Background: an optimization exercise with open tools, aiming at small area. Do not read the settings as production practice.
The RTL was checked by simulation tests, not by an equivalence proof against the original design.
No activity file was given, so power comes from the tool's default toggle rates.

**flow/constraint.sdc**
```tcl
create_clock -name core_clock -period 5.5 [get_ports {clk}]
set_input_delay 1.1000 -clock core_clock [delete_from_list [all_inputs] [get_ports {clk}]]
set_output_delay 1.1000 -clock core_clock [all_outputs]
set_load 0.01 [all_outputs]
```
**flow/standard.sh**
```bash
#!/bin/bash
# synth_recipe.tcl (not shown) runs the flow's synth.tcl, then flattens the netlist and writes it again
# the make line also repeats each setting of config.mk as NAME=value (left out here)
make -C /OpenROAD-flow-scripts/flow DESIGN_CONFIG=/design/flow/config.mk WORK_HOME=/design/flow/orfs CLKGATE_MAP_FILE= SYNTH_SCRIPT=/design/flow/synth_recipe.tcl "${@:-finish}"
```
**flow/flow/run.sh**
```bash
#!/bin/bash
# Own layout flow: the standard ORFS flow (standard.sh) with
#  - an area-oriented ABC mapping script in synthesis (registers untouched),
#  - plain buf_1 cells as the port buffers,
#  - no timing-driven global placement (it buffered on overflowed placements),
#  - small clock buffers without dummy loads in CTS,
# Each tool's full output goes to a log file in this folder.
set -euo pipefail
W=$(pwd)
F=$W/flow

# synthesis script: the standard flow's, with ABC given our script instead of ORFS's
python3 - "$W" "$F" <<'PY'
import sys, os
w, f = sys.argv[1], sys.argv[2]
home = os.environ['FLOW_HOME']
s = open(os.path.join(home, 'scripts', 'synth.tcl')).read()
old = "  log_cmd abc {*}$abc_args\n"
assert s.count(old) == 1
s = s.replace(old, "  set abc_args [lreplace $abc_args 1 1 %s/abc_area.script]\n" % f + old)
open(os.path.join(w, 'own_synth_body.tcl'), 'w').write(s)
b = open(os.path.join(w, 'synth_recipe.tcl')).read()
old = "source $::env(SCRIPTS_DIR)/synth.tcl"
assert b.count(old) == 1
b = b.replace(old, "source %s/own_synth_body.tcl" % w)
open(os.path.join(w, 'own_synth.tcl'), 'w').write(b)
PY
sed "s#SYNTH_SCRIPT=[^ ]*#SYNTH_SCRIPT=$W/own_synth.tcl#" standard.sh > own_standard.sh
grep -q "SYNTH_SCRIPT=$W/own_synth.tcl" own_standard.sh

export BUFFER_PORTS_ARGS="-buffer_cell sky130_fd_sc_hd__buf_1"
export GPL_TIMING_DRIVEN=0
export CTS_ARGS="-sink_clustering_enable -repair_clock_nets -dont_use_dummy_load -buf_list sky130_fd_sc_hd__clkbuf_4 -sink_clustering_size 10 -sink_clustering_max_diameter 50"
bash own_standard.sh > flow_make.log 2>&1
```
**flow/config.mk**
```make
export PLATFORM = sky130hd
export DESIGN_NAME = spu_exec_top
export DESIGN_NICKNAME = spu_exec_top
export VERILOG_FILES = /design/flow/design.v
export SDC_FILE = /design/flow/constraint.sdc
export NUM_CORES = 4
export LEC_CHECK = 0
export CAP_MARGIN = 20
export CORE_MARGIN = 2
export CORE_UTILIZATION = 60
export PLACE_DENSITY = 0.7
export SETUP_SLACK_MARGIN = 0.05
export SLEW_MARGIN = 20
```
**flow/flow/abc_area.script**
```
&get -n
&st
&dch
&nf -a
&put
topo
stime -c
```
**flow/design.v**
```verilog
`timescale 1ns/1ps
module spu_exec_top (
	input  logic         clk,
	input  logic         arst_n,
	input  logic         in_valid,
	input  logic [10:0]  opcode,
	input  logic [127:0] ra,
	input  logic [127:0] rb,
	input  logic [9:0]   imm,
	output logic         out_valid,
	output logic [127:0] result,
	output logic         illegal_op
);
	logic known, invb, en_p, en_c, en_g, kinv, is_ceq, is_cgt, is_clgt, is_clz;
	logic hw, use_imm;
	assign hw      = opcode[3];  
	assign use_imm = opcode[5];  
	assign invb = opcode[9] | (opcode[6] & ~opcode[7] & (opcode[5] | ~opcode[0]));
	always_comb begin
		{known, en_p, en_c, en_g, kinv, is_ceq, is_cgt, is_clgt, is_clz} = '0;
		casez (opcode)
			11'b00011001000, 11'b00011000000,
			11'b0001110????:                  {known, en_p, en_c} = 3'b111;               
			11'b00001001000, 11'b00001000000,
			11'b0000110????:                  {known, en_p, en_c, kinv} = 4'b1111;  
			11'b00011000001, 11'b0001010????: {known, en_g} = 2'b11;                      
			11'b01011000001:                  {known, en_g} = 2'b11;               
			11'b00001000001, 11'b0000010????: {known, en_p, en_g} = 3'b111;               
			11'b01011001001:                  {known, en_p, en_g} = 3'b111;        
			11'b01001000001, 11'b0100010????: {known, en_p, kinv} = 3'b111;                
			11'b00011001001:                  {known, en_g, kinv} = 3'b111;               
			11'b00001001001:                  {known, en_p, en_g, kinv} = 4'b1111;        
			11'b01111001000, 11'b01111000000,
			11'b0111110????:                  {known, is_ceq} = 2'b11;             
			11'b01001001000, 11'b01001000000,
			11'b0100110????:                  {known, is_cgt} = 2'b11;             
			11'b01011001000, 11'b01011000000,
			11'b0101110????:                  {known, is_clgt} = 2'b11;            
			11'b01010100101:                  {known, is_clz} = 2'b11;                    
			default: ;
		endcase
	end
	logic [31:0] immx;
	always_comb begin
		immx[9:0]   = imm;
		immx[15:10] = {6{imm[9]}};
		immx[25:16] = hw ? imm : {10{imm[9]}};
		immx[31:26] = {6{imm[9]}};
	end
	logic [127:0] bp, p, g, c;
	logic [31:0] zb;
	assign zb = (immx & {32{use_imm}}) ^ {32{invb}};
	for (genvar i = 0; i < 128; i++) begin : g_bit
		assign bp[i] = (rb[i] & ~use_imm) ^ zb[i % 32];
		assign p[i]  = ra[i] ^ bp[i];
		assign g[i]  = ra[i] & bp[i];
	end
	logic [15:0] pg [8];
	logic [15:0] pp [8];
	always_comb begin
		for (int h = 0; h < 8; h++) begin
			pg[h] = g[h*16 +: 16];
			pp[h] = p[h*16 +: 16];
			for (int l = 0; l < 4; l++) begin
				for (int i = 0; i < 16; i++) begin
					if (i & (1 << l)) begin
						pg[h][i] = pg[h][i] | (pp[h][i] & pg[h][((i >> l) << l) - 1]);
						pp[h][i] = pp[h][i] & pp[h][((i >> l) << l) - 1];
					end
				end
			end
		end
	end
	logic [7:0] cin_h;  
	for (genvar h = 0; h < 8; h++) begin : g_half
		if (h % 2 == 0) begin : g_lo
			assign cin_h[h] = 1'b0;
		end else begin : g_hi
			assign cin_h[h] = ~hw & pg[h-1][15];
		end
		assign c[h*16] = cin_h[h];
		for (genvar i = 1; i < 16; i++) begin : g_c
			assign c[h*16 + i] = pg[h][i-1] | (pp[h][i-1] & cin_h[h]);
		end
	end
	logic [7:0] cmp_h;  
	for (genvar w = 0; w < 4; w++) begin : g_cmp
		logic gtu_w, gts_w, eq_w, cmp_w;
		logic [1:0] gtu_hh, gts_hh, eq_hh;
		for (genvar s = 0; s < 2; s++) begin : g_hh
			assign gtu_hh[s] = pg[2*w+s][15];
			assign gts_hh[s] = ~(gtu_hh[s] ^ p[(2*w+s)*16 + 15]);
			assign eq_hh[s]  = pp[2*w+s][15];
		end
		assign gtu_w = pg[2*w+1][15] | (pp[2*w+1][15] & pg[2*w][15]);
		assign gts_w = ~(gtu_w ^ p[w*32 + 31]);
		assign eq_w  = eq_hh[1] & eq_hh[0];
		assign cmp_w = (is_ceq & eq_w) | (is_cgt & gts_w) | (is_clgt & gtu_w);
		for (genvar s = 0; s < 2; s++) begin : g_sel
			assign cmp_h[2*w+s] = hw ? ((is_ceq & eq_hh[s]) | (is_cgt & gts_hh[s]) | (is_clgt & gtu_hh[s]))
			                         : cmp_w;
		end
	end
	logic [5:0] clz [4];
	for (genvar w = 0; w < 4; w++) begin : g_clz
		logic [15:0] z1; logic [15:0] n1;
		logic [7:0]  z2; logic [1:0] n2 [8];
		logic [3:0]  z3; logic [2:0] n3 [4];
		logic [1:0]  z4; logic [3:0] n4 [2];
		logic        z5; logic [4:0] n5;
		logic [31:0] x;
		assign x = ra[w*32 +: 32];
		for (genvar k = 0; k < 16; k++) begin : g_l1
			assign z1[k] = ~(x[2*k+1] | x[2*k]);
			assign n1[k] = ~x[2*k+1];
		end
		for (genvar k = 0; k < 8; k++) begin : g_l2
			assign z2[k] = z1[2*k+1] & z1[2*k];
			assign n2[k] = z1[2*k+1] ? {1'b1, n1[2*k]} : {1'b0, n1[2*k+1]};
		end
		for (genvar k = 0; k < 4; k++) begin : g_l3
			assign z3[k] = z2[2*k+1] & z2[2*k];
			assign n3[k] = z2[2*k+1] ? {1'b1, n2[2*k]} : {1'b0, n2[2*k+1]};
		end
		for (genvar k = 0; k < 2; k++) begin : g_l4
			assign z4[k] = z3[2*k+1] & z3[2*k];
			assign n4[k] = z3[2*k+1] ? {1'b1, n3[2*k]} : {1'b0, n3[2*k+1]};
		end
		assign z5 = z4[1] & z4[0];
		assign n5 = z4[1] ? {1'b1, n4[0]} : {1'b0, n4[1]};
		assign clz[w] = z5 ? 6'd32 : {1'b0, n5};
	end
	logic [127:0] y;
	for (genvar i = 0; i < 128; i++) begin : g_y
		logic k;
		if (i % 32 < 6) begin : g_k_clz
			assign k = (known & kinv) | cmp_h[i / 16] | (is_clz & clz[i / 32][i % 32]);
		end else begin : g_k
			assign k = (known & kinv) | cmp_h[i / 16];
		end
		assign y[i] = (p[i] & en_p) ^ ((c[i] & en_c) | (g[i] & en_g)) ^ k;
	end
	logic         v1, il1;
	logic [127:0] r1;
	always_ff @(posedge clk or negedge arst_n) begin
		if (!arst_n) begin
			v1        <= 1'b0;
			out_valid <= 1'b0;
		end else begin
			v1        <= in_valid;
			out_valid <= v1;
		end
	end
	always_ff @(posedge clk) begin
		r1         <= y;
		il1        <= ~known;
		result     <= r1;
		illegal_op <= il1;
	end
endmodule
```
==> results of run 1 <==
worst paths after layout:
| check | start | end |
|---|---|---|
| worst min-delay path | arst_n | out_valid |
| worst max register to register | v1 | out_valid |
| worst min register to register | r1[27] | result[27] |
| worst max-delay path | opcode[5] | r1[38] |
| max in group asynchronous | arst_n | v1 |
| min in group core_clock | r1[27] | result[27] |
power by group through the flow:
stage | sequential, mW | clock (mW) | combinational (mW)
6_report | 2.03 | 0.923 | 1.46
5_1_grt | 2.03 | 1.01 | 1.59
4_1_cts | 2.02 | 0.944 | 1.40
3_5_place_dp | 2.07 | 0 | 1.37
3_3_place_gp | 2.06 | 0 | 1.32
2_1_floorplan | 2.09 | 0 | 0.898
sequential cells by signal, indices dropped and copies added, names as in the netlist:
name,flops
result,128
out_valid,1
illegal_op,1
r1,128
v1,1
il1,1
placed cells by master, fill, tap and decap left out, types with 14 or more instances in the layout:
master | Yosys | routed
nand2_1 | 227 | 226
buf_1 | 0 | 407
a21oi_1 | 291 | 283
nand4_1 | 17 | 17
xor2_1 | 40 | 38
a222oi_1 | 35 | 35
o21ai_0 | 64 | 53
a22o_1 | 21 | 21
ha_1 | 128 | 118
diode_2 | 0 | 16
buf_6 | 0 | 14
clkbuf_4 | 0 | 35
buf_4 | 0 | 22
a31oi_1 | 80 | 79
a21o_1 | 27 | 27
and3_1 | 15 | 15
dfxtp_1 | 258 | 258
nor2_1 | 116 | 113
xnor2_1 | 239 | 233
nand3_1 | 39 | 34
a31o_1 | 95 | 95
cells by family (layout without fill, tap and decap cells):
logic type,after synthesis,after routing,synth area share
compound gates,708,708,0.287
flops,260,260,0.325
fa+ha+maj,128,128,0.0998
xor+xnor,279,279,0.152
other cells,0,16,0
buf+inv,12,503,0.00281
simple gates,480,480,0.134
final cells by class:
cell class / instances / area share
multi-input combinational: 1595 / 0.581
antenna: 16 / 0.00206
inverter: 12 / 0.00368
timing repair buffer: 454 / 0.107
tap: 335 / 0.0216
sequential: 260 / 0.269
timing repair inverter: 2 / 0.00168
clock buffer: 35 / 0.0135
metal layers:
metal / GRT usage / vias up / wire length, um
met5: 0 / - / 12
met4: 0.229 / 2 / 3530
met3: 0.0853 / 229 / 5500
met2: 0.621 / 990 / 25400
met1: 0.444 / 7847 / 20900
li1: - / 8094 / -
through the flow:
stage,hold slack [ns],setup WS [ns],cell area (um2)
4_1_cts,0.192,0.0613,19200
3_5_place_dp,0.312,-1.72,18800
2_1_floorplan,0.310,-1.91,16400
5_1_grt,0.193,0.0194,19400
6_report,0.228,0.211,19400
3_3_place_gp,0.310,-6.52,18300
repair_timing:
item / in CTS / in global routing
endpoints found under the setup margin: 128 / 126
pin swaps: 2 / 5
resized for setup: 11 / 13
hold buffers: 0 / 0
setup buffers: 3 / 11
cloned: 2 / 0
==> reports/metrics.cfg, run 1 <==
[clock_tree]
clock_path_buffers=3
cts_buffers=35
cts_sinks=260
cts-root-buf=clkbuf_4
clk_latency_ns=0.68
clk_pin_slew_worst_paths_ns=0.09
cts_tree=yes
h-tree-depth=2

[synth]
synthArstFlopShare=0.00769
yosys-top-cells-count=291 x a21oi_1, 258 x dfxtp_1, 239 x xnor2_1
avgSynthCellArea_um2=8.60
synth-seq-area-share=0.325
yosysWarnings=16
syn_area_mm2=0.0161
yosys-top-cells-area=dfxtp_1 32%, xnor2_1 13%, ha_1 10%
ys_seq_elements=260
synth_most_common_cell=a21oi_1
synth_cell_types=47
synth_top_cell_by_area=dfxtp_1
synth_nets=2275
netlist_instances=1867
synth_top_area_frac=0.322
synth_edf_count=0
synth-main-ff-cell=dfxtp_1

[timing]
setup_tns_ns=0
rsz0062_at_grt=false
slew_violations=0
period_minus_slack_ns=5.29
finalHoldViolCount=0
setup_viol=0
skew_ns=0.0537
fmax_mhz=189
tightest_slew_ns=0.866
relSlewSlack=0.421
timing.final.crit_share=0.962

[pwr]
p_total_mw=4.41
leakage_nw=6.87
p_switching_mw=1.54
pwr-share-comb=0.331
powerDensity_mw_per_mm2=227
p_sw_frac=0.349
internal_power_mw=2.87
vdd_drop_max_mv=0.188
pwr-share-seq=0.460
clkPwrFrac=0.209

[place]
dp_cells=2642
dpl.hpwl_um=41600
routabilityCongestion=0.949
port_buffers=409

[route]
drcViolationCount=0
via_count=17200
wire_per_inst_um=20.4
drt_iter0_markers=1805
via_per_inst=6.34
wirelength_um=55400
ant_nets=0
drt_pass1_iterations=8

[floorplan]
rows=59
dieHeight_um=168
dieArea_mm2=0.0281
pin_count=410
start_util=0.614
core_area_mm2=0.0261
die_x_um=168

[worst_setup_path]
start_kind=input port
rr_worst_depth=0
cp_slowest_cell=a221o_1
critPathRequiredTime_ns=6.05
worst_path_largest_cell_delay_ns=0.48
crit_fanout=65
r2r_slack_ns=5.02
crit_path_end_kind=flop
arrival_ns=5.84
critical_path_depth=21
criticalPathCategory=input port to flop
path_buf_inv=6
path_delay_family=compound AO/OA/AOI/OAI gates
crit_chain=buf_6 -> clkinv_16 -> a21oi_4 -> nor2_4 -> buf_16 -> buf_16 -> xor2_1 -> a21oi_1 -> a31oi_1 -> ha_1 -> a21oi_1 -> o21ai_0 -> a221o_1 -> a211oi_4 -> o21a_1 -> o32ai_1 -> o21ai_1 -> o211ai_1 -> buf_4 -> buf_4 -> xnor2_1

[final_layout]
final_cells=2709
nets=2768
areaGrowthSynthToFinish_pct=20.8
regArea_mm2=0.00522
layout-drive-gt1-share=0.0594
multi_input_area_mm2=0.0113
utilization=0.742
fillers=2072

[global_route]
grt_use_total=0.375
grt-ovfl-total=0
grt_pass1_wl_um=84400
grt_antenna_before_repair=15
first_global_vias=16300
grt_max_degree=129

[hold_path]
hold_path_class=input port to async pin

[job]
max_cap_viol_count=0

[run_status]
status=no timing/DRC/antenna violations

==> inputs of run 2 (changes only) <==
--- a/flow/config.mk
+++ b/flow/config.mk
@@ -7,7 +7,6 @@
 export LEC_CHECK = 0
 export CAP_MARGIN = 20
 export CORE_MARGIN = 2
-export CORE_UTILIZATION = 60
-export PLACE_DENSITY = 0.7
-export SETUP_SLACK_MARGIN = 0.05
+export CORE_UTILIZATION = 55
+export PLACE_DENSITY = 0.65
 export SLEW_MARGIN = 20
==> reports/metrics.cfg, run 2 <==
[final_layout]
nets=2765
layout-drive-gt1-share=0.0573
areaGrowthSynthToFinish_pct=21.2
fin_area_mm2=0.0194
layout_common_cells=407 x buf_1, 283 x a21oi_1, 258 x dfxtp_1
layout_commonest_cell=buf_1
top_regs=r1 (128), result (128)
utilization=0.678

[clock_tree]
cts_tree=yes
clk_latency_ns=0.69
clk_pin_slew_worst_paths_ns=0.10
cts_sinks=260
h-tree-depth=2
clock_path_buffers=3
postCtsHoldBufs=0
cts-root-buf=clkbuf_4
cts_buffers=37

[pwr]
powerDensity_mw_per_mm2=227
leakage_nw=6.82
vdd_drop_max_mv=0.198

[global_route]
first_global_vias=15900
grt_max_degree=129
grt-ovfl-total=0
grt_pass1_wl_um=84300
grt_antenna_before_repair=24
grt_use_total=0.346

[worst_setup_path]
start_kind=input port
crit_path_end_kind=flop
criticalPathCategory=input port to flop
critPathRequiredTime_ns=6.08
crit_fanout=65
arrival_ns=5.90

[synth]
syn_area_mm2=0.0161
synth_cell_types=47
synth_top_area_frac=0.322
netlist_instances=1867
ys_seq_elements=260
synth_top_cell_by_area=dfxtp_1
yosys-top-cells-count=291 x a21oi_1, 258 x dfxtp_1, 239 x xnor2_1
yosys-top-cells-area=dfxtp_1 32%, xnor2_1 13%, ha_1 10%
synth-seq-area-share=0.325
yosysWarnings=16
synth_most_common_cell=a21oi_1
synth_edf_count=0
synth_nets=2275
synth-main-ff-cell=dfxtp_1
synthArstFlopShare=0.00769
avgSynthCellArea_um2=8.60

[timing]
period_minus_slack_ns=5.32
tightest_slew_ns=0.978
timing.final.crit_share=0.967
finalHoldViolCount=0
setup_viol=0
finalHoldWorstSlack_ns=0.218
slew_violations=0
relSlewSlack=0.346
setup_tns_ns=0
fin_ws_ns=0.182
fmax_mhz=188
skew_ns=0.0820

[floorplan]
pin_count=410
dieHeight_um=175
start_util=0.559
rows=62
core_area_mm2=0.0287
die_x_um=175
dieArea_mm2=0.0306

[route]
wirelength_um=55500
via_count=16900
ant_nets=0
wire_per_inst_um=20.1
drcViolationCount=0
via_per_inst=6.13
drt_pass1_iterations=7
drt_iter0_markers=1489

[place]
place_ws_ns=-1.89
port_buffers=409
placed_area_mm2=0.0189
routabilityCongestion=0.939
dpl.hpwl_um=41900

[job]
max_cap_viol_count=0

[hold_path]
hold_path_class=input port to async pin

[run_status]
status=no timing/DRC/antenna violations

run 2: layer usage:
metal / wire [um] / share of wire / up-vias / global-route usage
li1: - / - / 8098 / -
met2: 25700 / 0.46 / 854 / 0.577
met4: 2850 / 0.051 / 8 / 0.177
met3: 5240 / 0.094 / 187 / 0.0836
met1: 21700 / 0.39 / 7790 / 0.416
met5: 48 / 0.00086 / - / 0
run 2: power breakdown:
part	switching, mW	internal [mW]	total, mW
combinational	0.872	0.572	1.44
sequential	0.0305	1.99	2.02
clock	0.633	0.309	0.942
total	1.53	2.88	4.41
run 2: kinds of logic (layout without fill, tap and decap cells):
logic type	Yosys count	in the layout	share of synthesized area
xor+xnor	279	279	0.152
other cells	0	23	0
fa+ha+maj	128	128	0.0998
buf+inv	12	500	0.00281
simple gates	480	480	0.134
compound gates	708	708	0.287
flops	260	260	0.325
run 2: critical path: stages:
cell       delay, ns
buf_6           0.29
clkinv_16       0.23
a21oi_4         0.19
nor2_4          0.06
buf_12          0.18
xor2_2          0.31
a21oi_1         0.07
a31oi_1         0.31
ha_1            0.33
a21oi_1         0.18
o21ai_0         0.20
a221o_1         0.51
a211oi_4        0.48
xor2_1          0.30
a21oi_1         0.11
o211ai_1        0.41
buf_4           0.26
buf_4           0.19
xnor2_1         0.13
run 2: cell type report:
| class | count | area (um2) |
|---|---|---|
| multi-input combinational | 1595 | 11300 |
| fill | 2511 | 9250 |
| sequential | 260 | 5220 |
| timing repair buffer | 449 | 2040 |
| tap | 384 | 480 |
| clock buffer | 37 | 278 |
| inverter | 12 | 71.3 |
| antenna | 23 | 57.6 |
| timing repair inverter | 2 | 32.5 |
run 2: path summary, 6_finish.rpt:
check / from / end / slack [ns] / cells after the start
max: opcode[5] / r1[108] / 0.18 / 19
min: arst_n / out_valid / 0.22 / 1
max reg2reg: v1 / out_valid / 5.03 / 0
min reg2reg: r1[33] / result[33] / 0.25 / 0
max in group asynchronous: arst_n / v1 / 5.14 / 1
min in group core_clock: r1[33] / result[33] / 0.25 / 0
run 2: through the flow:
stage | power [mW] | std cells
2_1_floorplan | 2.98 | 1867
3_3_place_gp | 3.40 | 2660
3_5_place_dp | 3.44 | 2693
4_1_cts | 4.40 | 2735
5_1_grt | 4.66 | 2757
6_report | 4.41 | 2762
run 2: what timing repair did:
action / CTS / global route
gates cloned: 2 / 0
hold endpoints to repair: 0 / 0
pin swaps: 3 / 3
setup endpoints to repair: 128 / 123
buffers inserted: 3 / 4
gates resized for setup: 7 / 16

## port drivers added, routing unchanged
Ports are ideal in the flow. The routed layouts listed here were re-timed in OpenROAD. Step 1 (the two cells are an assumption about what drives the block):
set clk [get_ports {clk}]
set_driving_cell -lib_cell sky130_fd_sc_hd__clkbuf_16 $clk
set_driving_cell -lib_cell sky130_fd_sc_hd__buf_2 [delete_from_list [all_inputs] $clk]
Step 2 adds t to the input delays and takes it off the output delays; t is the mean of the earliest and latest rising clock arrival at the registers after step 1. Input paths then give back, and output paths get back, about the clock's delay inside the block. a / b / c = ideal ports / drivers / drivers and shift; a / b = the first two.
run | shift t [ns] | slack for setup (ns) | hold WS [ns] | worst setup path after step 2 | worst data-port slew with drivers (ns)
run 1 | 0.699 | 0.211 / 0.215 / -0.484 | 0.228 / 0.204 / 0.278 | input to register | 0.10
run 2 | 0.691 | 0.182 / 0.168 / -0.523 | 0.218 / 0.194 / 0.254 | input to register | 0.10
With both steps, setup timing fails in run 1 and run 2, where it was met with ideal ports. The setup slack of run 2, which loses most, moves by -0.014 ns with the drivers and by -0.705 ns with both steps.
